This design comes from an exercise in tuning for small area on the open sky130 flow, not from production work. In this exercise RTL edits were held to simulation tests only and were not proved equivalent to the original. No run shown here takes its clock network from TritonCTS; it comes from the design's own scripts or RTL. No driver is modelled on the clock port, so clock power and skew are understated where the tree is cut down; a real chip needs a root buffer or a tree. Power and IR drop assume default switching activity.

## design.v

```verilog
`default_nettype none
package sky_pkg;
	localparam int COLUMNS = 30;
	localparam int ROWS = 28;
	localparam int BLOCK = 4;
	localparam int SUBPIXELS = 16;
	typedef logic [4:0] column_t;
	typedef logic [4:0] row_t;
	typedef logic [3:0] subpixel_t;
	typedef logic [1:0] cell_t;
	localparam cell_t CELL_EMPTY = 2'b00;
	localparam cell_t CELL_MEATBALL = 2'b10;
	typedef logic [7:0] x_t;
	typedef logic [6:0] y_t;
	typedef logic [2:0] color_t;
	localparam color_t COLOR_SKY = 3'd0;
	localparam color_t COLOR_MEATBALL = 3'd7;
	typedef logic [11:0] lfsr_t;
	localparam lfsr_t LFSR_SEED = 12'hACE;
	localparam lfsr_t LFSR_TAPS = 12'b1000_0010_1001;
endpackage
`default_nettype wire
`default_nettype none
module sky (
	input wire logic clock,
	input wire logic reset,
	input wire logic update_req,
	output logic update_ack,
	input wire logic draw_req,
	output logic draw_ack,
	output logic pixel_req,
	input wire logic pixel_ack,
	output logic [7:0] x,
	output logic [6:0] y,
	output logic [2:0] color
);
	localparam int ROWS = 28;
	logic [11:0] lfsr;
	logic [4:0] ring [ROWS];
	logic clearing;
	logic [4:0] age_out;
	logic [3:1] accepted;
	logic [1:0] write_age;
	logic drawing;
	logic scan_done;
	logic [4:0] column;
	logic [4:0] row;
	logic [3:0] subpixel;
	logic meatball;
	logic next_meatball;
	logic accept;
	logic painter_idle;
	logic take;
	logic pixel_done;
	logic cell_done;
	logic [4:0] next_column;
	logic [4:0] next_row;
	logic write;
	logic clear;
	logic [4:0] write_value;
	assign scan_done = column[4:1] == 4'b1111;
	assign accept = update_req && !update_ack && !drawing;
	assign painter_idle = !pixel_req && !pixel_ack;
	assign take = drawing && !scan_done && painter_idle;
	assign pixel_done = pixel_req && pixel_ack;
	assign cell_done = pixel_done && subpixel == 4'd15;
	assign next_row = row == 5'(ROWS - 1) ? 5'd0 : row + 5'd1;
	assign next_column = row != 5'(ROWS - 1) ? column : column == 5'd29 ? 5'd0 : column + 5'd1;
	assign x = {column, subpixel[3:2]};
	assign y = {row, subpixel[1:0]};
	assign color = {3{meatball}};
	always_ff @(posedge clock) begin
		if (!reset) begin
			lfsr <= 12'hACE;
		end else begin
			lfsr <= {lfsr[10:0], lfsr[11] ^ lfsr[5] ^ lfsr[3] ^ lfsr[0]};
		end
	end
	always_ff @(posedge clock) begin
		if (!reset) begin
			update_ack <= 1'b0;
		end else if (accept) begin
			update_ack <= 1'b1;
		end else if (!update_req) begin
			update_ack <= 1'b0;
		end
	end
	always_ff @(posedge clock) begin
		clearing <= !reset || (clearing && !lfsr[0]);
	end
	always_ff @(posedge clock) begin
		accepted <= {accepted[2:1], accept};
	end
	always_ff @(posedge clock) begin
		if (!reset) begin
			age_out <= 5'(ROWS - 1);
		end else if (!accept) begin
			age_out <= age_out == 5'd0 ? 5'(ROWS - 1) : age_out - 5'd1;
		end
	end
	always_comb begin
		write = 1'b0;
		write_age = 2'd0;
		case (age_out[1:0])
			2'd0: begin
				write = accept;
				write_age = 2'd0;
			end
			2'd1: begin
				write = |accepted;
				write_age = accepted[1] ? 2'd1 : accepted[2] ? 2'd2 : 2'd3;
			end
			2'd2: begin
				write = accepted[1] && accepted[3];
				write_age = 2'd3;
			end
			default: begin
			end
		endcase
	end
	assign clear = !reset || clearing;
	assign write_value = clear ? 5'd0 : 5'(lfsr[7:0] >> write_age);
	always_ff @(posedge clock) begin
		ring[0] <= ring[ROWS - 1];
		for (int p = 1; p < ROWS; p++) begin
			if (p % 4 == 3 && (clear || (write && age_out[4:2] == 3'((ROWS - 1 - p) / 4)))) begin
				ring[p] <= write_value;
			end else begin
				ring[p] <= ring[p - 1];
			end
		end
	end
	always_ff @(posedge clock) begin
		if (age_out == row) begin
			next_meatball <= ring[0] == next_column + 5'd1;
		end
	end
	always_ff @(posedge clock) begin
		if (!reset) begin
			meatball <= 1'b0;
		end else if (accept) begin
			meatball <= lfsr[4:0] == 5'd1;
		end else if (cell_done) begin
			meatball <= next_meatball;
		end
	end
	always_ff @(posedge clock) begin
		if (!reset) begin
			drawing <= 1'b0;
			draw_ack <= 1'b0;
		end else if (!drawing) begin
			if (draw_req) begin
				drawing <= 1'b1;
			end
		end else if (draw_ack) begin
			if (!draw_req) begin
				draw_ack <= 1'b0;
				drawing <= 1'b0;
			end
		end else if (scan_done && painter_idle) begin
			draw_ack <= 1'b1;
		end
	end
	always_ff @(posedge clock) begin
		if (!drawing) begin
			column <= '0;
			row <= '0;
			subpixel <= '0;
		end else if (pixel_done) begin
			subpixel <= subpixel + 4'd1;
			if (subpixel == 4'd15) begin
				row <= next_row;
				column <= row == 5'(ROWS - 1) ? column + 5'd1 : column;
			end
		end
	end
	always_ff @(posedge clock) begin
		if (!reset) begin
			pixel_req <= 1'b0;
		end else if (take) begin
			pixel_req <= 1'b1;
		end else if (pixel_done) begin
			pixel_req <= 1'b0;
		end
	end
endmodule
`default_nettype wire
```

## flow/run.sh

```bash
#!/bin/bash
# The standard layout (standard.sh) with three changes:
# - synthesis maps the logic with an area-oriented abc script (flow/area.abc)
#   instead of ORFS's speed script; everything else in synth_recipe.tcl,
#   including the flip-flop mapping, is unchanged;
# - clock tree synthesis is replaced by flow/own_cts.tcl (sourced as ORFS's
#   PRE_CTS_TCL hook): the clock port drives 4 clkbuf_1, each driving 5
#   clkbuf_4, each driving a group of 9 registers that are close together;
# - ports are buffered with the smallest buffer.
set -euo pipefail
here=$PWD
{
	cat <<TCL
proc abc {args} {
  set i [lsearch -exact \$args -script]
  lset args [expr {\$i + 1}] $here/flow/area.abc
  yosys abc {*}\$args
}
TCL
	cat synth_recipe.tcl
} > own_synth.tcl
sed "s#SYNTH_SCRIPT=$here/synth_recipe.tcl #SYNTH_SCRIPT=$here/own_synth.tcl #" standard.sh > own_standard.sh
grep -q "SYNTH_SCRIPT=$here/own_synth.tcl " own_standard.sh
export PRE_CTS_TCL=$here/flow/own_cts.tcl
export OWN_CTS_NET=clock
export OWN_CTS_BUF=sky130_fd_sc_hd__clkbuf_4
export OWN_CTS_LEAVES=20
export OWN_CTS_MID=sky130_fd_sc_hd__clkbuf_1
export OWN_CTS_MIDS=4
export BUFFER_PORTS_ARGS="-buffer_cell sky130_fd_sc_hd__buf_1"
bash own_standard.sh > standard.log 2>&1
```

## flow/area.abc

```
strash
dch
map -a
strash
dch
amap
topo
```

## flow/own_cts.tcl

```tcl

# Split items ({object x y} lists) into k groups of nearly equal size, cutting
# each time across the longer side of the items' bounding box.
proc own_cts_split {items k} {
  if {$k <= 1} { return [list $items] }
  set xs {}; set ys {}
  foreach s $items { lappend xs [lindex $s 1]; lappend ys [lindex $s 2] }
  set dx [expr {[tcl::mathfunc::max {*}$xs] - [tcl::mathfunc::min {*}$xs]}]
  set dy [expr {[tcl::mathfunc::max {*}$ys] - [tcl::mathfunc::min {*}$ys]}]
  set key [expr {$dx >= $dy ? 1 : 2}]
  set sorted [lsort -integer -index $key $items]
  set k1 [expr {$k / 2}]
  set cut [expr {([llength $sorted] * $k1 + $k / 2) / $k}]
  return [concat [own_cts_split [lrange $sorted 0 [expr {$cut - 1}]] $k1] \
                 [own_cts_split [lrange $sorted $cut end] [expr {$k - $k1}]]]
}

# One buffer of master at the centre of the group, driving the group's
# iterms through a new clock net. Returns {buffer x y}.
proc own_cts_drive {block master group name} {
  set sx 0; set sy 0
  foreach s $group { incr sx [lindex $s 1]; incr sy [lindex $s 2] }
  set n [llength $group]
  set cx [expr {$sx / $n}]
  set cy [expr {$sy / $n}]
  set buf [odb::dbInst_create $block $master $name]
  $buf setLocation [expr {$cx - [$master getWidth] / 2}] [expr {$cy - [$master getHeight] / 2}]
  $buf setPlacementStatus PLACED
  set net [odb::dbNet_create $block "clknet_$name"]
  $net setSigType CLOCK
  foreach s $group {
    set it [lindex $s 0]
    $it disconnect
    $it connect $net
  }
  [$buf findITerm X] connect $net
  puts "own_cts: $name drives $n pins, at ([expr {$cx / 1000.0}], [expr {$cy / 1000.0}])"
  return [list [$buf findITerm A] $cx $cy]
}

proc clock_tree_synthesis {args} {
  set block [ord::get_db_block]
  set db [ord::get_db]
  set clk [$block findNet $::env(OWN_CTS_NET)]
  set sinks {}
  foreach it [$clk getITerms] {
    set box [[$it getInst] getBBox]
    lappend sinks [list $it [expr {([$box xMin] + [$box xMax]) / 2}] [expr {([$box yMin] + [$box yMax]) / 2}]]
  }
  puts "own_cts: [llength $sinks] sinks"
  set leaves {}
  set i 0
  foreach g [own_cts_split $sinks $::env(OWN_CTS_LEAVES)] {
    lappend leaves [own_cts_drive $block [$db findMaster $::env(OWN_CTS_BUF)] $g "clkbuf_leaf_$i"]
    incr i
  }
  set mids {}
  set i 0
  foreach g [own_cts_split $leaves $::env(OWN_CTS_MIDS)] {
    lappend mids [own_cts_drive $block [$db findMaster $::env(OWN_CTS_MID)] $g "clkbuf_mid_$i"]
    incr i
  }
  foreach m $mids { [lindex $m 0] connect $clk }
  $clk setSigType CLOCK
  set_propagated_clock [all_clocks]
}
```

## standard.sh

```bash
#!/bin/bash
# synth_recipe.tcl (not shown) runs the flow's synth.tcl, then flattens the netlist and writes it again
# the make line also repeats each setting of config.mk as NAME=value (left out here)
make -C /OpenROAD-flow-scripts/flow DESIGN_CONFIG=/design/flow/config.mk WORK_HOME=/design/flow/orfs CLKGATE_MAP_FILE= SYNTH_SCRIPT=/design/flow/synth_recipe.tcl "${@:-finish}"
```

## config.mk

```make
export PLATFORM = sky130hd
export DESIGN_NAME = sky
export DESIGN_NICKNAME = sky
export VERILOG_FILES = /design/flow/design.v
export SDC_FILE = /design/flow/constraint.sdc
export NUM_CORES = 4
export LEC_CHECK = 0
export CAP_MARGIN = 20
export CORE_MARGIN = 2
export CORE_UTILIZATION = 30
export SLEW_MARGIN = 20
```

## constraint.sdc

```tcl
create_clock -name core_clock -period 8.0 [get_ports {clock}]
set_input_delay 1.6000 -clock core_clock [delete_from_list [all_inputs] [get_ports {clock}]]
set_output_delay 1.6000 -clock core_clock [all_outputs]
set_load 0.01 [all_outputs]
```

==> results list, run 1 <==
- Setup CP Type: register to register
- Counting flops with an async set or reset pin after synthesis yields a share of 0%.
- Placeable core area: 16600 um2
- For met1 alone, demand over resource in global routing was 13.8%.
- Final Power: 1.47 mW
- I/O pin count: 26
- STA classifies the critical path startpoint as a register.
* Number of iterations in the first detailed-routing pass: 4
- Cells resized by post-CTS repair: 0
* Number of nets in the final layout: 524
- Dividing the detail-routed wire length by the instance count gives 12.2 um.
- Die Span X: 135 um
* Number of global-route vias before repair: 3072
- Number of design-rule violations left by the first detailed-router iteration: 214
- Setup repair after global routing left no endpoint under its margin.
- The wire-length estimate of the detail-placed layout is approximately 6.1 mm.
- Data on the critical path is required at its endpoint by 8260 ps.
* Gp weighted congestion: 0.796
- By area the synthesized netlist is led by sky130_fd_sc_hd__dfxtp_1 70%, sky130_fd_sc_hd__nor2_1 4.2%, sky130_fd_sc_hd__a21oi_1 3.8%.
- Derived from the worst setup path, the maximum achievable clock frequency is 0.275 GHz.
- For this run, the total global-route usage over all layers was measured as 9.69%.
- The clock reaches the later pin of the worst-skew pair after 540 ps.
- Status: complete, no violations
* Instance count of the mapped netlist: 463
- Kind of end point of the critical path: register
- Power Density: 261 nW/um2
- Area of the die: 18100 um2
- FF/Latch Area: approximately 3600 um2
- After detailed routing, the number of vias per cell comes to about 4.5.
- Headroom to the max-slew limit came out at between 30% and 40%.
- The first global-routing pass estimated 14.8 mm of wire.
- Fillers: around 1700
- Synthesized area: 5110 um2
- Yosys mapped a number of flops with a built-in enable equal to 1.
- Summed over its instances, the top area cell type makes up 70.5% of the synthesized netlist area.
- After global routing, the most crowded layer is met2.
- The number of antenna diodes in the final layout is 0.
- Die height: 135 um
* Port Buf Inserts: 24
* Distinct cells, synth: 33
- In the routed design, unresolved DRC markers number 0.
- Summing all multi-input logic gate instances after layout gives about 1300 um2.
* Mapped Avg Cell Area: 11.0 um2
- Summed over all instances, the cell type with the most area after synthesis is sky130_fd_sc_hd__dfxtp_1.
* Area growth from synthesis to final layout: 9.98%
- Summed over all failing endpoints, the final setup total negative slack is 0 ps.
- The number of nets in the synthesized netlist is approximately 480.
- Part of the Yosys area used for sequential elements: 71.0%
- The number of hold buffers added after CTS was 0.
- Row count: 47
- Remaining number of nets flagged by the antenna check after routing: 0
- In the synthesized netlist, the cells that appear most often are 180 x sky130_fd_sc_hd__dfxtp_1, 57 x sky130_fd_sc_hd__nor2_1, 39 x sky130_fd_sc_hd__a21oi_1.
- Clock Pin Slew Worst Setup and Hold Paths: 100 ps
- After layout, the worst path uses 45.5% of the clock period.
- Detailed routing inserted a total of about 3300 vias.
* Maximum number of pins on one net before global-route repair: 14
* Final-report max-slew violation count: 0
- Final Skew: roughly 67 ps
- Pin slew with the least headroom to its limit: 949 ps
- Global routing consumed, on the met3 layer, about 1.6% of the routing resources.
- Min Tclk post-route: approximately 3600 ps
- Antenna violations before repair: 0
- Summed over all layers, the routed wires come to 8.89 mm.
- Cells fill 33.8% of the core in the end.
- The most used flip-flop cell after synthesis is sky130_fd_sc_hd__dfxtp_1.
- GRT Residual Overflow: 0
- The hold violation total from the final report was 0.
* Starting Density: 30.7%
- Buffers inserted by post-CTS timing repair: 0
- Hold Path Class: register to register
- Met2 Use GR: 15.3%
* Max VDD drop: about 0.074 mV
* Total of max-cap violations: 0
- In this run, synthesis produced a sequential element count of 181.
- During synthesis, Yosys emitted a total of 2 warnings.
* Leakage dissipation: 2.11 nW
* Fraction of layout cells with a size suffix above 1: 4.34%
- Of all nets on the critical path, the largest fanout is 7.
- Setup violations remaining at the end of the flow were counted as 0.
- STA puts the critical path data arrival time at 3900 ps.
* Leading cell type by number of instances after synthesis: sky130_fd_sc_hd__dfxtp_1
sequential cells by signal, indices dropped and copies added (netlist names):
signal,cells
accepted,3
age_out,5
clearing,1
column,5
draw_ack,1
drawing,1
lfsr,12
meatball,1
next_meatball,1
pixel_req,1
ring,140
row,5
subpixel,4
update_ack,1
final cells by class:
type	count	area share [%]
repair buffers	24	1.60
well taps	220	4.89
inverters	36	2.40
flip-flops and latches	181	64.6
multi-input cells	242	23.6
plain buffers	24	2.94
per-layer routing:
metal,share of wire (%),vias to the layer above
met3,5.0,30
met4,3.0,0
met2,43,75
met1,49,1516
li1,-,1677
met5,0,-
power breakdown:
group	switching (mW)	internal, mW	total [mW]
sequential	0.0287	0.994	1.02
clock	0.246	0.122	0.368
combinational	0.0539	0.0249	0.0787
total	0.328	1.14	1.47
through the flow:
step                hold WS (ps)  cell area (um2)  instances  setup WS, ps
floorplan                    310             5110        463          4500
global placement             310             5450        703          3800
detailed placement           312             5460        703          3910
CTS                          289             5630        727          4420
global route                 324             5630        727          3890
finish                       280             5630        727          4360
final timing paths:
kind,startpoint,endpoint,slack [ps],cells after the start
setup reg to reg,row[1]$_SDFFE_PN0P_,next_meatball$_DFFE_PN_,4360,11
hold / removal,ring[17][2]$_DFF_P_,ring[18][2]$_DFF_P_,280,0
hold reg to reg,ring[17][2]$_DFF_P_,ring[18][2]$_DFF_P_,280,0
setup / recovery,row[1]$_SDFFE_PN0P_,next_meatball$_DFFE_PN_,4360,11
cells in the final DEF (no fill, tap or decap), drive strengths merged, types with 10 or more instances in the layout:
cell type / n
a21oi: 39
clkinv: 36
nor2: 57
o22ai: 10
nand2: 30
dfxtp: 180
ha: 10
o21ai: 33
clkbuf: 24
buf: 24
kinds of logic (layout without fill, tap and decap cells):
family                   count (synthesis)  count (layout)  synth area share (%)
flip-flops                             181             181                  71.0
other                                    1               1                0.0733
AND/OR/NAND/NOR                        117             117                  9.76
adder cells (fa/ha/maj)                 10              10                  2.45
AO/OA/AOI/OAI                          114             114                  13.5
buffers and inverters                   40              84                  3.23
critical path, cell delays in order (launching register included):
cell                        delay (ps)
sky130_fd_sc_hd__dfxtp_1           440
sky130_fd_sc_hd__ha_1              220
sky130_fd_sc_hd__nand2_1            60
sky130_fd_sc_hd__nor3_1            600
sky130_fd_sc_hd__o21ai_0           420
sky130_fd_sc_hd__o22ai_1           360
sky130_fd_sc_hd__ha_1              300
sky130_fd_sc_hd__nor2_1            100
sky130_fd_sc_hd__a21oi_1            40
sky130_fd_sc_hd__a21oi_1           120
sky130_fd_sc_hd__o211ai_1          120
sky130_fd_sc_hd__a2111oi_0         580
==> run 2, diff against run 1 <==
--- a/flow/run.sh
+++ b/flow/run.sh
@@ -4,8 +4,9 @@
 #   instead of ORFS's speed script; everything else in synth_recipe.tcl,
 #   including the flip-flop mapping, is unchanged;
 # - clock tree synthesis is replaced by flow/own_cts.tcl (sourced as ORFS's
-#   PRE_CTS_TCL hook): the clock port drives 4 clkbuf_1, each driving 5
-#   clkbuf_4, each driving a group of 9 registers that are close together;
+#   PRE_CTS_TCL hook): the clock port drives 4 inv_2, each driving 3 inv_6,
+#   each driving a group of 15 registers that are close together (two
+#   inversions, so the registers see the clock's own polarity);
 # - ports are buffered with the smallest buffer.
 set -euo pipefail
 here=$PWD
@@ -23,9 +24,9 @@
 grep -q "SYNTH_SCRIPT=$here/own_synth.tcl " own_standard.sh
 export PRE_CTS_TCL=$here/flow/own_cts.tcl
 export OWN_CTS_NET=clock
-export OWN_CTS_BUF=sky130_fd_sc_hd__clkbuf_4
-export OWN_CTS_LEAVES=20
-export OWN_CTS_MID=sky130_fd_sc_hd__clkbuf_1
+export OWN_CTS_BUF=sky130_fd_sc_hd__inv_6
+export OWN_CTS_LEAVES=12
+export OWN_CTS_MID=sky130_fd_sc_hd__inv_2
 export OWN_CTS_MIDS=4
 export BUFFER_PORTS_ARGS="-buffer_cell sky130_fd_sc_hd__buf_1"
 bash own_standard.sh > standard.log 2>&1
--- a/flow/own_cts.tcl
+++ b/flow/own_cts.tcl
@@ -33,9 +33,13 @@
     $it disconnect
     $it connect $net
   }
-  [$buf findITerm X] connect $net
+  set in {}
+  foreach it [$buf getITerms] {
+    if {[$it getSigType] ne "SIGNAL"} { continue }
+    if {[$it getIoType] eq "OUTPUT"} { $it connect $net } else { set in $it }
+  }
   puts "own_cts: $name drives $n pins, at ([expr {$cx / 1000.0}], [expr {$cy / 1000.0}])"
-  return [list [$buf findITerm A] $cx $cy]
+  return [list $in $cx $cy]
 }
 
 proc clock_tree_synthesis {args} {
==> results list, run 2 <==
* Min Tclk post-route: 3920 ps (was 3640 ps)
* Startpoint type of the worst setup path: input port (was register)
- The flip-flop count of the largest register after layout is 140 (unchanged).
* Finished Core Util: 33.5% (was 33.8%)
- Arrival time reported for the critical path endpoint: 3970 ps (was 3900 ps)
- The average via count per standard cell is 4.47 (was 4.54).
- Remaining number of nets flagged by the antenna check after routing: 0 (unchanged)
- Wire length of the first global-routing pass: 14.5 mm (was 14.8 mm)
* Mapped Avg Cell Area: 11.0 um2 (unchanged)
* Finished Layout Cells: 719 (was 727)
- The die span in x was 135 um (unchanged).
- Number of failing setup endpoints in the final timing report: 0 (unchanged)
- The post-synthesis to final-layout area growth is 9.10% (was 9.98%).
- Highest-count cells in the layout ignoring fill and taps: 180 x sky130_fd_sc_hd__dfxtp_1, 57 x sky130_fd_sc_hd__nor2_1, 39 x sky130_fd_sc_hd__a21oi_1 (unchanged)
* Status: complete, no violations (unchanged)
* Number of global-route vias before repair: 2990 (was 3072)
* Final TNS setup: 0 ps (unchanged)
* Cells resized by post-CTS repair: 0 (unchanged)
* Largest registers ranked by flip-flop count: ring (140), lfsr (12) (unchanged)
* Drt wl/cell: 12.1 um (was 12.2 um)
- Leading cell type by number of instances after synthesis: sky130_fd_sc_hd__dfxtp_1 (unchanged)
- The source of the worst hold timing path is ring[17][2]$_DFF_P_ (unchanged).
* Critical path's most frequent cell: sky130_fd_sc_hd__nor2_1
* Max VDD drop: 0.0907 mV (was 0.0744 mV)
* Gp weighted congestion: 0.796 (unchanged)
* Highest clock rate: 0.255 GHz (was 0.275 GHz)
- The floorplan die area came to 18100 um2 (unchanged).
- The number of antenna violations at the first check in global routing is 0 (unchanged).
- The class of the worst hold path is register to register (unchanged).
- The data required time at the worst endpoint was 8050 ps (was 8260 ps).
* Max-slew headroom: 34.8% (was 36.0%)
- Total routed wirelength: 8.71 mm (was 8.89 mm)
* Top-area cell type share of the netlist area: 70.5% (unchanged)
* Maximum number of pins on one net before global-route repair: 17 (was 14)
- The worst-path cell with the longest stage delay is sky130_fd_sc_hd__nor2_1 (was sky130_fd_sc_hd__nor3_1).
- The number of synthesized flops with an enable pin was 1 (unchanged).
- The number of vias after detailed routing came to 3212 (was 3298).
- Starting Density: 30.7% (unchanged)
- The buffers inserted during post-CTS setup optimization was 0 (unchanged).
- The capture instance of the worst register-to-register path is next_meatball$_DFFE_PN_ (unchanged).
* Crit. path cell count: 6 (was 11)
- Reg2Reg Launch Point: row[1]$_SDFFE_PN0P_ (unchanged)
* Leakage dissipation: 2.08 nW (was 2.11 nW)
- The register bit count reported by yosys was 181 (unchanged).
- Row count: 47 (unchanged)
* Insertion delay of the later-clocked pin in the worst-skew pair: 220 ps (was 540 ps)
- The die span in y is 135 um (unchanged).
* Max Fanout on Critical Path: 13 (was 7)
- RSZ-0062 raised after global routing: false (unchanged).
* Synth area leaders: sky130_fd_sc_hd__dfxtp_1 70%, sky130_fd_sc_hd__nor2_1 4.2%, sky130_fd_sc_hd__a21oi_1 3.8% (unchanged)
- Placeable core area: 16600 um2 (unchanged)
* Most common cell after layout, fill and taps aside: sky130_fd_sc_hd__dfxtp_1 (unchanged)
- The residual DRC count was 0 (unchanged).
- The kind of capture point of the worst setup path is a register (unchanged).
- Setup slack of the most critical reg-to-reg path: 4470 ps (was 4360 ps)
- The number of ports placed on the die boundary came to 26 (unchanged).
- Total of max-cap violations: 0 (unchanged)
* Critical path's top delay family: simple AND/OR/NAND/NOR gates (was compound AO/OA/AOI/OAI gates)
- The number of slew-limit violations in the final report is 0 (unchanged).
* Critical path cell sequence: buf_1 > clkinv_1 > nor2_1 > o21ai_0 > nor2_1 > a21oi_1 (was ha_1 > nand2_1 > nor3_1 > o21ai_0 > o22ai_1 > ha_1 > nor2_1 > a21oi_1 > a21oi_1 > o211ai_1 > a2111oi_0)
- The number of DRC markers after the initial detailed-route iteration was 157 (was 214).
- Hold Path Cell Cnt: 0 (unchanged)
* Part of the Yosys area used for sequential elements: 71.0% (unchanged)
- Setup CP Type: input port to register (was register to register)
* Number of failing hold endpoints at the final stage: 0 (unchanged)
- The total grt overflow came to 0 (unchanged).
- Final worst path period share: 49.0% (was 45.5%)
- Port Buf Inserts: 24 (unchanged)
- Final Skew: 29.9 ps (was 66.8 ps)
- Number of cells on the worst reg-to-reg path: 11 (unchanged)
- Fraction of registers with async set/reset: 0% (unchanged)
* Leading area contributor after synthesis: sky130_fd_sc_hd__dfxtp_1 (unchanged)
- Pin slew with the least headroom to its limit: 968 ps (was 949 ps)
* Fraction of layout cells with a size suffix above 1: 3.61% (was 4.34%)
- The destination of the worst hold path was ring[18][2]$_DFF_P_ (unchanged).
- Most frequently used flop master after synthesis: sky130_fd_sc_hd__dfxtp_1 (unchanged)
- The synthesized area came to 5110 um2 (unchanged).
- Diodes inserted: 0 (unchanged)
- The count of cell types in the netlist is 33 (unchanged).
- The number of warnings reported in the yosys synthesis log came to 2 (unchanged).
- Commonest cells in the netlist: 180 x sky130_fd_sc_hd__dfxtp_1, 57 x sky130_fd_sc_hd__nor2_1, 39 x sky130_fd_sc_hd__a21oi_1 (unchanged)
- Most flop-heavy register: ring (unchanged)
- The net total in the final layout came to 516 (was 524).
- Total global routing track utilization: 9.50% (was 9.69%)
* Clock Pin Slew Worst Setup and Hold Paths: 100 ps (about the same)
- The detailed placement HPWL came to 6.12 mm (unchanged).
- Instance count of the mapped netlist: 463 (unchanged)
* Power Density: 256 nW/um2 (was 261 nW/um2)
- Hold buffer count at CTS: 0 (unchanged)
- The net count of the mapped netlist is 478 (unchanged).
- Number of iterations in the first detailed-routing pass: 4 (unchanged)
- The largest stage delay on the critical path is 720 ps (was 600 ps).
- Placed cell count: 703 (unchanged)
- The buffers plus inverters on the worst setup path was 2 (was 0).
-- run 2: cell counts after synthesis --
No cell type changed its count.
-- run 2: logic make-up after synthesis --
family          Yosys count  share of synthesized area, %
flops                   181                          71.0
other cells               1                        0.0733
fa+ha+maj                10                          2.45
buf+inv                  40                          3.23
compound gates          114                          13.5
simple gates            117                          9.76
-- run 2: layout make-up --
| class | instances | area, um2 |
|---|---|---|
| Fill cell | 1658 | 11100 |
| Timing Repair Buffer | 24 | 90.1 |
| Tap cell | 220 | 275 |
| Sequential cell | 181 | 3630 |
| Inverter | 52 | 255 |
| Multi-Input combinational cell | 242 | 1330 |
-- run 2: report_power, final --
group	total, mW	switching [mW]	leakage, nW	internal (mW)
combinational	0.0785	0.0536	0.526	0.0249
sequential	1.02	0.0286	1.49	0.994
clock	0.328	0.286	0.0714	0.0424
-- run 2: worst reg2reg max path, cell delays in order (launching register included) --
cell and delay, ps:
sky130_fd_sc_hd__dfxtp_1 440, sky130_fd_sc_hd__ha_1 220, sky130_fd_sc_hd__nand2_1 60, sky130_fd_sc_hd__nor3_1 530
sky130_fd_sc_hd__o21ai_0 400, sky130_fd_sc_hd__o22ai_1 360, sky130_fd_sc_hd__ha_1 300, sky130_fd_sc_hd__nor2_1 100
sky130_fd_sc_hd__a21oi_1 40, sky130_fd_sc_hd__a21oi_1 120, sky130_fd_sc_hd__o211ai_1 110, sky130_fd_sc_hd__a2111oi_0 570
-- run 2: through the flow --
| step | cell area (um2) | setup slack [ps] | hold WS (ps) | total power [mW] |
|---|---|---|---|---|
| 2_1_floorplan | 5110 | 4500 | 310 | 1.09 |
| 3_3_place_gp | 5450 | 3800 | 310 | 1.12 |
| 3_5_place_dp | 5460 | 3910 | 312 | 1.12 |
| 4_1_cts | 5580 | 4110 | 317 | 1.45 |
| 5_1_grt | 5580 | 3760 | 324 | 1.50 |
| 6_report | 5580 | 4080 | 313 | 1.43 |
-- run 2: routing by layer --
| layer | vias up | track usage (%) | wire length, um |
|---|---|---|---|
| met4 | 0 | 2.05 | 179 |
| met1 | 1476 | 14.1 | 4410 |
| li1 | 1663 | - | - |
| met3 | 15 | 1.09 | 353 |
| met2 | 58 | 14.9 | 3770 |
| met5 | - | 0 | 0 |
-- run 2: worst max path at each step --
stage	start	endpoint	slack [ps]
6_report	reset	ring[11][2]$_DFF_P_	4080
4_1_cts	update_req	ring[11][2]$_DFF_P_	4110
3_5_place_dp	reset	ring[11][2]$_DFF_P_	3910
2_1_floorplan	update_req	ring[15][0]$_DFF_P_	4500
3_3_place_gp	update_req	ring[19][0]$_DFF_P_	3800
5_1_grt	reset	ring[7][3]$_DFF_P_	3760
==> run 3, diff against run 2 <==
--- a/flow/run.sh
+++ b/flow/run.sh
@@ -1,8 +1,9 @@
 #!/bin/bash
 # The standard layout (standard.sh) with three changes:
 # - synthesis maps the logic with an area-oriented abc script (flow/area.abc)
-#   instead of ORFS's speed script; everything else in synth_recipe.tcl,
-#   including the flip-flop mapping, is unchanged;
+#   instead of ORFS's speed script, and leaves adders to abc too (no
+#   ADDER_MAP_FILE, so no half/full-adder cells); everything else in
+#   synth_recipe.tcl, including the flip-flop mapping, is unchanged;
 # - clock tree synthesis is replaced by flow/own_cts.tcl (sourced as ORFS's
 #   PRE_CTS_TCL hook): the clock port drives 4 inv_2, each driving 3 inv_6,
 #   each driving a group of 15 registers that are close together (two
@@ -20,8 +21,10 @@
 TCL
 	cat synth_recipe.tcl
 } > own_synth.tcl
-sed "s#SYNTH_SCRIPT=$here/synth_recipe.tcl #SYNTH_SCRIPT=$here/own_synth.tcl #" standard.sh > own_standard.sh
+sed -e "s#SYNTH_SCRIPT=$here/synth_recipe.tcl #SYNTH_SCRIPT=$here/own_synth.tcl #" \
+	-e "s#CLKGATE_MAP_FILE= #CLKGATE_MAP_FILE= ADDER_MAP_FILE= #" standard.sh > own_standard.sh
 grep -q "SYNTH_SCRIPT=$here/own_synth.tcl " own_standard.sh
+grep -q "ADDER_MAP_FILE= " own_standard.sh
 export PRE_CTS_TCL=$here/flow/own_cts.tcl
 export OWN_CTS_NET=clock
 export OWN_CTS_BUF=sky130_fd_sc_hd__inv_6
==> flow/area.abc (replaced) <==
strash
dch
amap
strash
dch
amap
topo
==> results list, run 3 <==
- The number of slew-limit violations in the final report is 0 (unchanged).
* Worst R2R End: ring[3][0]$_DFF_P_ (was next_meatball$_DFFE_PN_)
- The residual DRC count was 0 (unchanged).
* Cells resized by post-CTS repair: 0 (unchanged)
- Most flop-heavy register: ring (unchanged)
* Commonest cells in the netlist: 180 x sky130_fd_sc_hd__dfxtp_1, 51 x sky130_fd_sc_hd__nor2_1, 36 x sky130_fd_sc_hd__nand2_1 (was 180 x sky130_fd_sc_hd__dfxtp_1, 57 x sky130_fd_sc_hd__nor2_1, 39 x sky130_fd_sc_hd__a21oi_1)
- The worst-case setup margin in the final layout was 4340 ps (was 4080 ps).
- Min Tclk post-route: 3660 ps (was 3920 ps)
* Number of global-route vias before repair: 2829 (was 2990)
- Number of synthesized register bits: 181 (unchanged)
* Drt wl/cell: 12.0 um (was 12.1 um)
- Fraction of registers with async set/reset: 0% (unchanged)
* Mapped Avg Cell Area: 11.1 um2 (was 11.0 um2)
* Maximum number of pins on one net before global-route repair: 17 (unchanged)
- Number of failing setup endpoints in the final timing report: 0 (unchanged)
- The number of antenna cells inserted was 0 (unchanged).
* Setup slack of the most critical reg-to-reg path: 5250 ps (was 4470 ps)
* Die Span X: 132 um (was 135 um)
- Finished layout cell area: 5390 um2 (was 5580 um2)
- Area growth from synthesis to final layout: 9.12% (was 9.10%)
- Number of design-rule violations left by the first detailed-router iteration: 132 (was 157)
* Number of iterations in the first detailed-routing pass: 4 (unchanged)
- The arrival time at the worst endpoint came to 3790 ps (was 3970 ps).
- Max FFs per register: 140 (unchanged)
- The library cell with the largest summed area after synthesis was sky130_fd_sc_hd__dfxtp_1 (unchanged).
- Final TNS setup: 0 ps (unchanged)
- Max VDD drop: 0.102 mV (was 0.0907 mV)
- The class of the worst hold path is register to register (unchanged).
* Distinct cells, synth: 30 (was 33)
- The average via count per standard cell was 4.42 (was 4.47).
- The leading cell type in the layout, fill and taps excluded was sky130_fd_sc_hd__dfxtp_1 (unchanged).
* Die height: 132 um (was 135 um)
- Number of flops mapped to enable cells by yosys: 1 (unchanged)
- Starting Density: 30.9% (was 30.7%)
* Total global routing track utilization: 9.13% (was 9.50%)
- End point of the critical path: ring[3][3]$_DFF_P_ (was ring[11][2]$_DFF_P_)
- Most frequently used flop master after synthesis: sky130_fd_sc_hd__dfxtp_1 (unchanged)
- The number of buffer cells added on primary ports came to 24 (unchanged).
* Leading cell type by number of instances after synthesis: sky130_fd_sc_hd__dfxtp_1 (unchanged)
- The aggregate routed wire length was 8.34 mm (was 8.71 mm).
* Buffers inserted by post-CTS timing repair: 0 (unchanged)
* Leakage dissipation: 1.99 nW (was 2.08 nW)
- Placeable core area: 16000 um2 (was 16600 um2)
- Yosys warning count: 2 (unchanged)
- Number of nets in the final layout: 487 (was 516)
- Status: complete, no violations (unchanged).
- The worst setup skew after layout is 19.8 ps (was 29.9 ps).
- The number of vias after detailed routing was 3076 (was 3212).
- Post-synthesis net count: 449 (was 478)
* Origin of the worst setup path: reset (unchanged)
- Reg2Reg Launch Point: age_out[1]$_SDFFE_PN1N_ (was row[1]$_SDFFE_PN0P_)
* Pin slew with the least headroom to its limit: 945 ps (was 968 ps)
* Kind of end point of the critical path: register (unchanged)
- The number of nets with antenna violations after detailed routing was 0 (unchanged).
- The fraction of synthesized cell area taken by the top area cell type is 73.0% (was 70.5%).
- The largest fanout on the critical path came to 16 (was 13).
- The data required time at the worst endpoint was 8130 ps (was 8050 ps).
- The number of antenna violations at the first check in global routing came to 0 (unchanged).
- The category of the worst setup path launch point is an input port (unchanged).
- RSZ-0062 raised after global routing: false (unchanged)
- The proportion of layout cells with a drive suffix above 1 came to 3.33% (was 3.61%).
* Number of cells on the worst reg-to-reg path: 9 (was 11)
- The achievable clock frequency is 0.273 GHz (was 0.255 GHz).
- The total grt overflow was 0 (unchanged).
- The worst slack on hold paths came to 328 ps (was 313 ps).
- Highest-count cells in the layout ignoring fill and taps: 180 x sky130_fd_sc_hd__dfxtp_1, 51 x sky130_fd_sc_hd__nor2_1, 36 x sky130_fd_sc_hd__nand2_1 (was 180 x sky130_fd_sc_hd__dfxtp_1, 57 x sky130_fd_sc_hd__nor2_1, 39 x sky130_fd_sc_hd__a21oi_1).
- The start-to-end type of the worst setup path is input port to register (unchanged).
- Area of the die: 17500 um2 (was 18100 um2)
* Part of the Yosys area used for sequential elements: 73.6% (was 71.0%)
- The max capacitance violation total came to 0 (unchanged).
* Fillers: 1666 (was 1658)
- Clock Pin Slew Worst Setup and Hold Paths: 100 ps (about the same)
- Largest registers ranked by flip-flop count: ring (140), lfsr (12) (unchanged).
- The insertion delay to the later sink of the worst-skew pair is 210 ps (was 220 ps).
* Synthesized area: 4940 um2 (was 5110 um2)
* Instance count of the mapped netlist: 444 (was 463)
- The placement-stage cell area came to 5270 um2 (was 5460 um2).
- The global placer's final weighted congestion was 0.803 (was 0.796).
* Power Density: 265 nW/um2 (was 256 nW/um2)
* I/O pin count: 26 (unchanged)
* Post-placement setup slack: 4050 ps (was 3910 ps)
- The number of buffers inserted by hold repair at cts is 0 (unchanged).
* Hpwl dp: 5.71 mm (was 6.12 mm)
- The wire length of the first global-routing pass came to 13.6 mm (was 14.5 mm).
- The worst slew margin relative to its limit came to 36.3% (was 34.8%).
* Synth area leaders: sky130_fd_sc_hd__dfxtp_1 73%, sky130_fd_sc_hd__nor2_1 3.9%, sky130_fd_sc_hd__a21oi_1 3.2% (was sky130_fd_sc_hd__dfxtp_1 70%, sky130_fd_sc_hd__nor2_1 4.2%, sky130_fd_sc_hd__a21oi_1 3.8%)
* Row count: 46 (was 47)
- The hold violation total from the final report is 0 (unchanged).
- Final worst path period share: 45.7% (was 49.0%)
-- run 3: stage by stage --
step | utilization [%] | total power [mW] | instances
2_1_floorplan | - | 1.09 | 444
3_3_place_gp | 32.9 | 1.11 | 680
3_5_place_dp | 32.9 | 1.12 | 680
4_1_cts | 33.7 | 1.44 | 696
5_1_grt | 33.7 | 1.50 | 696
6_report | 33.7 | 1.43 | 696
-- run 3: final cells by class --
| type | count | area [um2] | area share [%] |
|---|---|---|---|
| Multi-Input combinational cell | 230 | 1170 | 21.6 |
| Timing Repair Buffer | 24 | 90.1 | 1.67 |
| Sequential cell | 181 | 3630 | 67.4 |
| Inverter | 45 | 229 | 4.25 |
| Tap cell | 216 | 270 | 5.02 |
-- run 3: cell families (layout without fill, tap and decap cells) --
family / count (synthesis) / count (layout) / synth area share, %
other: 1 / 1 / 0.0759
and+or+nand+nor: 121 / 121 / 10.5
DFF: 181 / 181 / 73.6
AOI/OAI and AO/OA: 108 / 108 / 13.0
buffers and inverters: 33 / 69 / 2.81
-- run 3: worst min path at each step --
stage | from | end | slack (ps) | cells after the start
after floorplan | ring[27][0]$_DFF_P_ | ring[0][0]$_DFF_P_ | 310 | 0
after global placement | ring[13][0]$_DFF_P_ | ring[14][0]$_DFF_P_ | 310 | 0
after detailed placement | ring[21][4]$_DFF_P_ | ring[22][4]$_DFF_P_ | 310 | 0
after CTS | ring[19][4]$_DFF_P_ | ring[20][4]$_DFF_P_ | 330 | 0
after global routing | ring[25][4]$_DFF_P_ | ring[26][4]$_DFF_P_ | 320 | 0
final | ring[16][4]$_DFF_P_ | ring[17][4]$_DFF_P_ | 330 | 0
-- run 3: per-layer routing --
metal | vias up | global-route usage, % | wire, um
met5 | - | 0 | 0
met2 | 57 | 14.2 | 3550
li1 | 1582 | - | -
met1 | 1419 | 13.6 | 4300
met4 | 0 | 2.09 | 195
met3 | 18 | 0.961 | 292
-- run 3: report_power, final --
part           leakage [nW]  internal, mW  switching (mW)  total [mW]
clock network        0.0714        0.0425           0.290       0.332
logic                 0.426        0.0240          0.0489      0.0729
registers              1.49         0.995          0.0299        1.02
total                  1.99          1.06           0.369        1.43
-- run 3: worst max-delay path, stage by stage --
cell,delay (ps)
sky130_fd_sc_hd__buf_1,300
sky130_fd_sc_hd__clkinv_1,450
sky130_fd_sc_hd__or2_0,550
sky130_fd_sc_hd__a21oi_1,200
sky130_fd_sc_hd__o21ai_0,360
sky130_fd_sc_hd__o21ai_0,300
==> run 4, diff against run 3 <==
--- a/design.v
+++ b/design.v
@@ -65,7 +65,7 @@
 	assign pixel_done = pixel_req && pixel_ack;
 	assign cell_done = pixel_done && subpixel == 4'd15;
 	assign next_row = row == 5'(ROWS - 1) ? 5'd0 : row + 5'd1;
-	assign next_column = row != 5'(ROWS - 1) ? column : column == 5'd29 ? 5'd0 : column + 5'd1;
+	assign next_column = column + 5'(row == 5'(ROWS - 1));
 	assign x = {column, subpixel[3:2]};
 	assign y = {row, subpixel[1:0]};
 	assign color = {3{meatball}};
@@ -132,7 +132,7 @@
 	end
 	always_ff @(posedge clock) begin
 		if (age_out == row) begin
-			next_meatball <= ring[0] == next_column + 5'd1;
+			next_meatball <= ring[0] == (next_column == 5'd30 ? 5'd1 : next_column + 5'd1);
 		end
 	end
 	always_ff @(posedge clock) begin
@@ -170,7 +170,7 @@
 			subpixel <= subpixel + 4'd1;
 			if (subpixel == 4'd15) begin
 				row <= next_row;
-				column <= row == 5'(ROWS - 1) ? column + 5'd1 : column;
+				column <= next_column;
 			end
 		end
 	end
==> results list, run 4 <==
* Status: complete, no violations (unchanged)
- Area of the die: 17500 um2 (about the same)
* Psw: 0.373 mW (was 0.369 mW)
- The overall power came to 1.44 mW (was 1.43 mW).
- Port Buf Inserts: 24 (unchanged)
* Area used by multi-input combinational logic: 1170 um2 (about the same)
- The sequential group share of total power was 71.6% (was 71.7%).
* Number of failing hold endpoints at the final stage: 0 (unchanged)
- Final TNS setup: 0 ps (unchanged)
- Commonest cells in the netlist: 180 x sky130_fd_sc_hd__dfxtp_1, 63 x sky130_fd_sc_hd__nor2_1, 36 x sky130_fd_sc_hd__a21oi_1 (was 180 x sky130_fd_sc_hd__dfxtp_1, 51 x sky130_fd_sc_hd__nor2_1, 36 x sky130_fd_sc_hd__nand2_1).
- Clock Pin Slew Worst Setup and Hold Paths: 100 ps (about the same)
- Total of max-cap violations: 0 (unchanged)
- The power density over the cells is 267 nW/um2 (was 265 nW/um2).
- Placeable core area: 16000 um2 (unchanged)
- Hold Path Class: register to register (unchanged)
- The gate count after technology mapping is 447 (was 444).
* Gp weighted congestion: 0.822 (was 0.803)
- Clock share of power: 23.0% (was 23.2%)
- The register containing the most flip-flops in the final layout was ring (unchanged).
- Yosys warning count: 2 (unchanged)
- The via count of the first global-routing pass was 2976 (was 2829).
- The average via count per standard cell came to 4.40 (was 4.42).
- Final Skew: 30.1 ps (was 19.8 ps)
- The internal power is 1.07 mW (was 1.06 mW).
* Total global routing track utilization: 9.72% (was 9.13%)
* Hold buffer count at CTS: 0 (unchanged)
* FF/Latch Area: 3630 um2 (unchanged)
- Antenna violations before repair: 0 (unchanged)
- The leakage power is 1.99 nW (about the same).
- The number of vias after detailed routing came to 3083 (was 3076).
- The number of DRC markers after the initial detailed-route iteration was 149 (was 132).
- Leading cell type by number of instances after synthesis: sky130_fd_sc_hd__dfxtp_1 (unchanged)
* Die height: 132 um (about the same)
- The fraction of synthesized cell area taken by the top area cell type is 73.0% (about the same).
- Combinational share of power: 5.4% (was 5.1%)
- Mapped Avg Cell Area: 11.0 um2 (was 11.1 um2)
- Total routed wirelength: 8.71 mm (was 8.34 mm)
* RSZ-0062 raised after global routing: false (unchanged)
- Synth area leaders: sky130_fd_sc_hd__dfxtp_1 73%, sky130_fd_sc_hd__nor2_1 4.8%, sky130_fd_sc_hd__a21oi_1 3.7% (was sky130_fd_sc_hd__dfxtp_1 73%, sky130_fd_sc_hd__nor2_1 3.9%, sky130_fd_sc_hd__a21oi_1 3.2%).
- The pin slew with the least headroom to its limit came to 793 ps (was 945 ps).
- The post-synthesis to final-layout area growth came to 9.28% (was 9.12%).
* Fraction of registers with async set/reset: 0% (unchanged)
* Final worst path period share: 45.3% (was 45.7%)
- DRC violations left: 0 (unchanged)
- The die span in x came to 132 um (about the same).
- Final-report max-slew violation count: 0 (unchanged)
- Required time at the worst-slack endpoint: 8110 ps (was 8130 ps)
- The starting density of the core was 30.8% (was 30.9%).
* Kind of end point of the critical path: register (unchanged)
- The total of fill cells in the finished design is 1663 (was 1666).
- Drt wl/cell: 12.4 um (was 12.0 um)
- The number of synthesized flops with an enable pin is 1 (unchanged).
- Insertion delay of the later-clocked pin in the worst-skew pair: 220 ps (was 210 ps)
- The synthesized area was 4930 um2 (was 4940 um2).
- The detailed placement HPWL came to 5.89 mm (was 5.71 mm).
- Number of nets in the final layout: 491 (was 487)
- The register bit count reported by yosys came to 181 (unchanged).
- The largest fanout on the critical path is 18 (was 16).
- Setup CP Type: input port to register (unchanged)
- The buffers inserted during post-CTS setup optimization is 0 (unchanged).
- Row count: 46 (unchanged)
- Post-synthesis net count: 452 (was 449)
- The number of ports placed on the die boundary is 26 (unchanged).
- The library cell with the largest summed area after synthesis is sky130_fd_sc_hd__dfxtp_1 (unchanged).
- The category of the worst setup path launch point was an input port (unchanged).
* Diodes inserted: 0 (unchanged)
- The part of the Yosys area used for sequential elements is 73.6% (about the same).
* Max-slew headroom: 46.6% (was 36.3%)
* Fraction of layout cells with a size suffix above 1: 3.51% (was 3.33%)
- The arrival time at the worst endpoint came to 3740 ps (was 3790 ps).
* Wire length of the first global-routing pass: 14.4 mm (was 13.6 mm)
* Highest-count cells in the layout ignoring fill and taps: 180 x sky130_fd_sc_hd__dfxtp_1, 63 x sky130_fd_sc_hd__nor2_1, 36 x sky130_fd_sc_hd__a21oi_1 (was 180 x sky130_fd_sc_hd__dfxtp_1, 51 x sky130_fd_sc_hd__nor2_1, 36 x sky130_fd_sc_hd__nand2_1)
- The total grt overflow was 0 (unchanged).
* Highest clock rate: 0.276 GHz (was 0.273 GHz)
- The largest net degree at the start of global routing came to 19 (was 17).
* Remaining number of nets flagged by the antenna check after routing: 0 (unchanged)
- The maximum vdd ir drop came to 0.0942 mV (was 0.102 mV).
* Cells resized by post-CTS repair: 0 (unchanged)
- The net switching share of the total power was 25.9% (was 25.8%).
- Min Tclk post-route: 3630 ps (was 3660 ps)
- Number of failing setup endpoints in the final timing report: 0 (unchanged)
- Distinct cells, synth: 32 (was 30)
* Max FFs per register: 140 (unchanged)
- The most used flip-flop cell after synthesis is sky130_fd_sc_hd__dfxtp_1 (unchanged).
- Final Hold Slack: 331 ps (was 328 ps)
* Most common cell after layout, fill and taps aside: sky130_fd_sc_hd__dfxtp_1 (unchanged)
* Largest registers ranked by flip-flop count: ring (140), lfsr (12) (unchanged)
- Number of iterations in the first detailed-routing pass: 4 (unchanged)
[run 4: critical path: stages]
cell	delay [ps]
sky130_fd_sc_hd__buf_1	260
sky130_fd_sc_hd__clkinv_1	490
sky130_fd_sc_hd__or2_0	570
sky130_fd_sc_hd__a21oi_1	190
sky130_fd_sc_hd__o21ai_1	290
sky130_fd_sc_hd__a21oi_1	330
[run 4: kinds of logic (layout without fill, tap and decap cells)]
family / after synthesis / in the layout / share of synthesized area (%)
AOI/OAI and AO/OA: 102 / 102 / 12.1
xor gates and xnor gates: 1 / 1 / 0.178
buffers and inverters: 30 / 67 / 2.59
DFF: 181 / 181 / 73.6
other: 1 / 1 / 0.0760
and+or+nand+nor: 132 / 132 / 11.4
[run 4: metal layers]
metal / vias to the layer above / track usage, % / wire length (um) / share of wire, %
met5: - / 0 / 0 / 0
met4: 0 / 2.75 / 233 / 2.7
met3: 20 / 1.31 / 387 / 4.4
met2: 74 / 15.6 / 3760 / 43
met1: 1418 / 13.7 / 4330 / 50
li1: 1571 / - / - / -
[run 4: per-stage QoR]
step	setup WS, ps	std cells	cell area [um2]	util [%]
after floorplan	4740	447	4930	-
after global placement	4110	684	5270	33.0
after detailed placement	4190	684	5270	33.0
after CTS	4420	700	5390	33.7
after global routing	4170	700	5390	33.7
final	4370	700	5390	33.7
[run 4: cell type report]
| cell class | instances | share of cell area, % |
|---|---|---|
| inverter | 42 | 4.04 |
| multi-input combinational | 236 | 21.8 |
| timing repair buffer | 25 | 1.81 |
| tap | 216 | 5.01 |
| sequential | 181 | 67.4 |
[run 4: power groups by stage]
stage	combinational (mW)	sequential [mW]	clock (mW)
after floorplan	0.0569	1.04	0
after global placement	0.0750	1.05	0
after detailed placement	0.0774	1.05	0
after CTS	0.0777	1.03	0.349
after global routing	0.0883	1.04	0.384
final	0.0780	1.03	0.331
[run 4: final timing paths]
check / startpoint / endpoint / slack (ps) / cells past startpoint
min: ring[25][1]$_DFF_P_ / ring[26][1]$_DFF_P_ / 330 / 0
min reg2reg: ring[25][1]$_DFF_P_ / ring[26][1]$_DFF_P_ / 330 / 0
max: reset / ring[23][3]$_DFF_P_ / 4370 / 6
max reg2reg: row[4]$_SDFFE_PN0P_ / next_meatball$_DFFE_PN_ / 4850 / 14

-- re-timing with driven ports --
How much do the figures lean on ideal ports? The routed layouts below were timed once more, with nothing changed but the port constraints. Step 1: set_driving_cell puts a clkbuf_16 on clock and a buf_2 on each other input, an assumption about the parent block. Step 2, shift: input delay + t, output delay - t, t = (earliest + latest rising clock arrival at the registers) / 2. This alone moves slack from input paths to output paths. Slacks: ideal / step 1 / step 2; pairs: ideal / step 1.
run | shift t [ns] | slack for setup (ns) | hold slack, ns | worst register clock-pin slew, ns | worst slew at a driven data input, ns
run 1 | 0.568 | 4.360 / 4.360 / 3.826 | 0.280 / 0.280 / 0.280 | 0.11 / 0.11 | 0.03
run 2 | 0.275 | 4.081 / 4.118 / 3.843 | 0.313 / 0.313 / 0.313 | 0.11 / 0.11 | 0.03
run 3 | 0.273 | 4.341 / 4.386 / 4.113 | 0.328 / 0.328 / 0.328 | 0.10 / 0.10 | 0.03
run 4 | 0.278 | 4.372 / 4.422 / 4.144 | 0.331 / 0.331 / 0.331 | 0.10 / 0.10 | 0.04
After both steps every run listed still meets setup and hold. The setup slack of run 1, which loses most, moves by 0.000 ns with the drivers and by -0.534 ns with both steps.
